What follows belongs to an exercise in optimizing a design on an open flow for small area and few clock cycles per item; a production flow would make more cautious choices. The RTL was checked by simulation tests, not by an equivalence proof against the original design.

## 03-17
==> module rgba_color_matrix_core, before the edit <==
module rgba_color_matrix_core #(
	parameter int COEF_WIDTH     = 12,
	parameter int COEF_FRAC_BITS = 8
) (
	input  logic                            clk,
	input  logic                            arst_n,
	input  logic                            in_valid,
	output logic                            in_ready,
	input  logic [rcm_pkg::CHAN_W-1:0]      in_red,
	input  logic [rcm_pkg::CHAN_W-1:0]      in_green,
	input  logic [rcm_pkg::CHAN_W-1:0]      in_blue,
	input  logic [rcm_pkg::CHAN_W-1:0]      in_alpha,
	output logic                            out_valid,
	input  logic                            out_ready,
	output logic [rcm_pkg::CHAN_W-1:0]      out_red,
	output logic [rcm_pkg::CHAN_W-1:0]      out_green,
	output logic [rcm_pkg::CHAN_W-1:0]      out_blue,
	output logic [rcm_pkg::CHAN_W-1:0]      out_alpha,
	input  logic                            cfg_valid,
	output logic                            cfg_ready,
	input  logic [rcm_pkg::CFG_IDX_W-1:0]   cfg_index,
	input  logic [rcm_pkg::CFG_DATA_W-1:0]  cfg_data
);
	localparam int ROWS  = rcm_pkg::ROWS;
	localparam logic [COEF_WIDTH-1:0] ONE_COEF = COEF_WIDTH'(64'd1 << COEF_FRAC_BITS);
	logic [ROWS-1:0][rcm_pkg::REG_W-1:0] row_q;
	logic [ROWS-1:0][rcm_pkg::REG_W-1:0] row_eff;
	logic [ROWS-1:0]                     row_set;
	logic [ROWS-1:0][22:0]               sum;
	logic [ROWS-1:0][7:0]                chan_next;
	logic [ROWS-1:0][7:0]                chan_q;
	logic                                valid_q;
	logic                                take;
	logic [31:0]                         pix_q;
	logic [3:0][7:0]                     thr_in;
	logic [3:0][7:0]                     thr_q;
	logic [39:0]                         thr;
	logic                                pix_valid_q;
	logic                                pix_ready;
	logic [31:0]                         pix_in;
	assign cfg_ready = 1'b1;
	for (genvar r = 0; r < ROWS; r++) begin : g_rowreg
		logic row_we;
		assign row_we = cfg_valid && cfg_index == 3'(r);
		always_ff @(posedge clk or negedge arst_n) begin
			if (!arst_n)
				row_set[r] <= 1'b0;
			else if (row_we)
				row_set[r] <= 1'b1;
		end
		always_ff @(posedge clk) begin
			if (row_we)
				row_q[r] <= cfg_data[rcm_pkg::REG_W-1:0];
			else if (!row_set[r])
				row_q[r] <= rcm_pkg::REG_W'(ONE_COEF) << (COEF_WIDTH * r);
		end
		assign row_eff[r] = row_q[r];
	end
	for (genvar r = 0; r < ROWS; r++) begin : g_row
		rcm_cell u_cell (.c(row_eff[r]), .x(pix_q), .t(thr), .s(sum[r]));
		rcm_clamp u_clamp (.s(sum[r]), .y(chan_next[r]));
	end
	assign pix_in = {in_red, in_green, in_blue, in_alpha};
	for (genvar k = 0; k < 4; k++) begin : g_thr
		logic [9:0] x3;
		assign x3        = {2'b00, pix_in[8*k +: 8]} + {1'b0, pix_in[8*k +: 8], 1'b0};
		assign thr_in[k] = x3[9:2];
		assign thr[10*k +: 10] = {thr_q[k], pix_q[8*k+1] ^ pix_q[8*k], pix_q[8*k]};
	end
	assign in_ready  = !pix_valid_q || pix_ready;
	always_ff @(posedge clk or negedge arst_n) begin
		if (!arst_n)
			pix_valid_q <= 1'b0;
		else
			pix_valid_q <= in_valid || (pix_valid_q && !pix_ready);
	end
	always_ff @(posedge clk) begin
		if (in_valid && in_ready) begin
			pix_q <= pix_in;
			thr_q <= thr_in;
		end
	end
	assign pix_ready = !valid_q || out_ready;
	assign take      = pix_valid_q && pix_ready;
	always_ff @(posedge clk or negedge arst_n) begin
		if (!arst_n)
			valid_q <= 1'b0;
		else
			valid_q <= pix_valid_q || (valid_q && !out_ready);
	end
	always_ff @(posedge clk) begin
		if (take)
			chan_q <= chan_next;
	end
	assign out_valid = valid_q;
	assign out_red   = chan_q[0];
	assign out_green = chan_q[1];
	assign out_blue  = chan_q[2];
	assign out_alpha = chan_q[3];
endmodule
==> flow/config.mk <==
export PLATFORM = sky130hd
export DESIGN_NAME = rgba_color_matrix_core
export DESIGN_NICKNAME = rgba_color_matrix_core
export VERILOG_FILES = /design/flow/design.v
export SDC_FILE = /design/flow/constraint.sdc
export NUM_CORES = 4
export LEC_CHECK = 0
export CAP_MARGIN = 20
export CORE_MARGIN = 2
export CORE_UTILIZATION = 55
export CTS_BUF_LIST = sky130_fd_sc_hd__clkbuf_4 sky130_fd_sc_hd__clkbuf_8
export SLEW_MARGIN = 20
==> flow/constraint.sdc <==
create_clock -name core_clock -period 8.0 [get_ports {clk}]
set_input_delay 1.6000 -clock core_clock [delete_from_list [all_inputs] [get_ports {clk}]]
set_output_delay 1.6000 -clock core_clock [all_outputs]
set_load 0.01 [all_outputs]
standard.sh (not shown) runs the stock make flow with config.mk's settings and CLKGATE_MAP_FILE= SYNTH_SCRIPT=/design/flow/synth_recipe.tcl, a recipe that flattens the netlist after the stock synthesis.
==> flow/flow/run.sh <==
#!/bin/bash
# Layout flow: the standard flow with these changes to synthesis:
#  - Yosys's synth fine step runs without its quick abc pass (-noabc), so
#    extract_fa meets the adder tree's xor/majority logic as the RTL writes it
#    and maps it to full adders without inverters around them;
#  - the final abc technology mapping uses flow/abc_map.script, ORFS's area
#    script without its buffering and sizing (OpenROAD's repair does those),
#  - Yosys maps carry chains with its own Brent-Kung look-ahead instead of
#    ORFS's Kogge-Stone extra map (SYNTH_OPERATIONS_ARGS set to a flag synth
#    already gets, so that ORFS does not add the Kogge-Stone map).
# Global placement's port buffers are sky130_fd_sc_hd__buf_1 cells
# (BUFFER_PORTS_ARGS). Flip-flop mapping, flattening, renaming and the layout
# steps are standard.
set -euo pipefail
cd "$(dirname "$0")/.."
W=$PWD
head -1 synth_recipe.tcl | grep -q '^proc synth' || { echo "unexpected synth_recipe.tcl line 1" >&2; exit 1; }
sed -n 2p synth_recipe.tcl | grep -q 'source \$::env(SCRIPTS_DIR)/synth.tcl' || { echo "unexpected synth_recipe.tcl line 2" >&2; exit 1; }
grep -q '^  log_cmd abc {\*}\$abc_args$' "$FLOW_HOME/scripts/synth.tcl" || { echo "unexpected synth.tcl" >&2; exit 1; }
sed 's|^  log_cmd abc {\*}\$abc_args$|  log_cmd abc {*}[lreplace $abc_args 1 1 '"$W"'/flow/abc_map.script]|' "$FLOW_HOME/scripts/synth.tcl" > flow_synth_orfs.tcl
{
  echo 'proc synth {args} { if {[lsearch -glob $args "fine:*"] >= 0} { yosys synth -nofsm -noshare -noabc {*}$args } else { yosys synth -nofsm -noshare {*}$args } }'
  echo "source $W/flow_synth_orfs.tcl"
  tail -n +3 synth_recipe.tcl
} > flow_synth.tcl
sed "s|SYNTH_SCRIPT=[^ ]*|SYNTH_SCRIPT=$W/flow_synth.tcl 'BUFFER_PORTS_ARGS=-buffer_cell sky130_fd_sc_hd__buf_1' SYNTH_OPERATIONS_ARGS=-nofsm|" standard.sh > flow_standard.sh
grep -q "SYNTH_SCRIPT=$W/flow_synth.tcl" flow_standard.sh || { echo "could not set SYNTH_SCRIPT" >&2; exit 1; }
bash flow_standard.sh "$@" > flow_make.log 2>&1 || { tail -50 flow_make.log; exit 1; }
tail -5 flow_make.log
==> flow/flow/abc_map.script <==
strash
dch
map -B 0.9
topo
03-17 has completed all stages; timing, DRC and antenna checks passed.
Testbench counts of 03-17, summed over its fixed seeds: cycles 8,384, items 8,192.
## Diff of input files: 10-19 against 03-17
--- a/flow/design.v
+++ b/flow/design.v
@@ -1639,26 +1639,27 @@
 	logic [3:0][7:0]                     thr_q;
 	logic [39:0]                         thr;
 	logic                                pix_valid_q;
 	logic                                pix_ready;
 	logic [31:0]                         pix_in;
 	assign cfg_ready = 1'b1;
+	logic [rcm_pkg::REG_W-1:0] cfg_row;
+	assign cfg_row = cfg_valid ? cfg_data[rcm_pkg::REG_W-1:0] : '0;
 	for (genvar r = 0; r < ROWS; r++) begin : g_rowreg
+		localparam logic [rcm_pkg::REG_W-1:0] ID_ROW = rcm_pkg::REG_W'(ONE_COEF) << (COEF_WIDTH * r);
 		logic row_we;
 		assign row_we = cfg_valid && cfg_index == 3'(r);
 		always_ff @(posedge clk or negedge arst_n) begin
 			if (!arst_n)
 				row_set[r] <= 1'b0;
 			else if (row_we)
 				row_set[r] <= 1'b1;
 		end
 		always_ff @(posedge clk) begin
-			if (row_we)
-				row_q[r] <= cfg_data[rcm_pkg::REG_W-1:0];
-			else if (!row_set[r])
-				row_q[r] <= rcm_pkg::REG_W'(ONE_COEF) << (COEF_WIDTH * r);
+			if (row_we || (!row_set[r] && !cfg_valid))
+				row_q[r] <= cfg_row | (cfg_valid ? '0 : ID_ROW);
 		end
 		assign row_eff[r] = row_q[r];
 	end
 	for (genvar r = 0; r < ROWS; r++) begin : g_row
 		rcm_cell u_cell (.c(row_eff[r]), .x(pix_q), .t(thr), .s(sum[r]));
 		rcm_clamp u_clamp (.s(sum[r]), .y(chan_next[r]));
==> comparison <==
Against 03-17, 10-19 reports a number of detailed-route iterations in the first pass that is lower.
Summary of 10-19 over 03-17: post-placement setup slack increased by 97 ps relative to the old numbers; hold slack increased by 42 ps relative to the old numbers.
Count of buffers inserted at the top-level ports came out exactly the same in 03-17 and 10-19.
Between 03-17 and 10-19, the share of final layout cell area taken by non-clock buffers does not differ in any meaningful way.
10-19 vs. 03-17: via count fell by about 3.3%; synthesized area went down by 2.0%; critical path depth saw an increase; starting density of the core level.
In the metrics for 03-17 and 10-19, the one carrying the higher pin count of the biggest net entering global routing is 10-19.
03-17 has lower layout overhead on the synthesized area than 10-19.
03-17 and 10-19 all finish clean.
Testbench counts of 10-19, summed over its fixed seeds: cycles 8,384, items 8,192.

## separate check: timing with driven ports
Ports are ideal in the flow. The routed layouts listed here were re-timed in OpenROAD. Step 1 sets driving cells, clkbuf_16 on the clock port and buf_2 on the other inputs (assumed; they add their load-dependent delay and slew). Step 2, shift: input delay + t, output delay - t, t = (earliest + latest rising clock arrival at the registers) / 2. This alone moves slack from input paths to output paths. a / b / c = ideal / step 1 / step 2; a / b = the first two.
run	shift t [ns]	setup slack, ns	hold slack, ns	worst register clock-pin slew, ns	worst slew at a driven data input, ns
03-17	0.811	0.294 / 0.294 / 0.294	0.496 / 0.496 / 0.496	0.08 / 0.08	0.15
10-19	0.797	0.270 / 0.270 / 0.270	0.538 / 0.538 / 0.538	0.08 / 0.08	0.13
After both steps setup and hold are still met in every run listed.
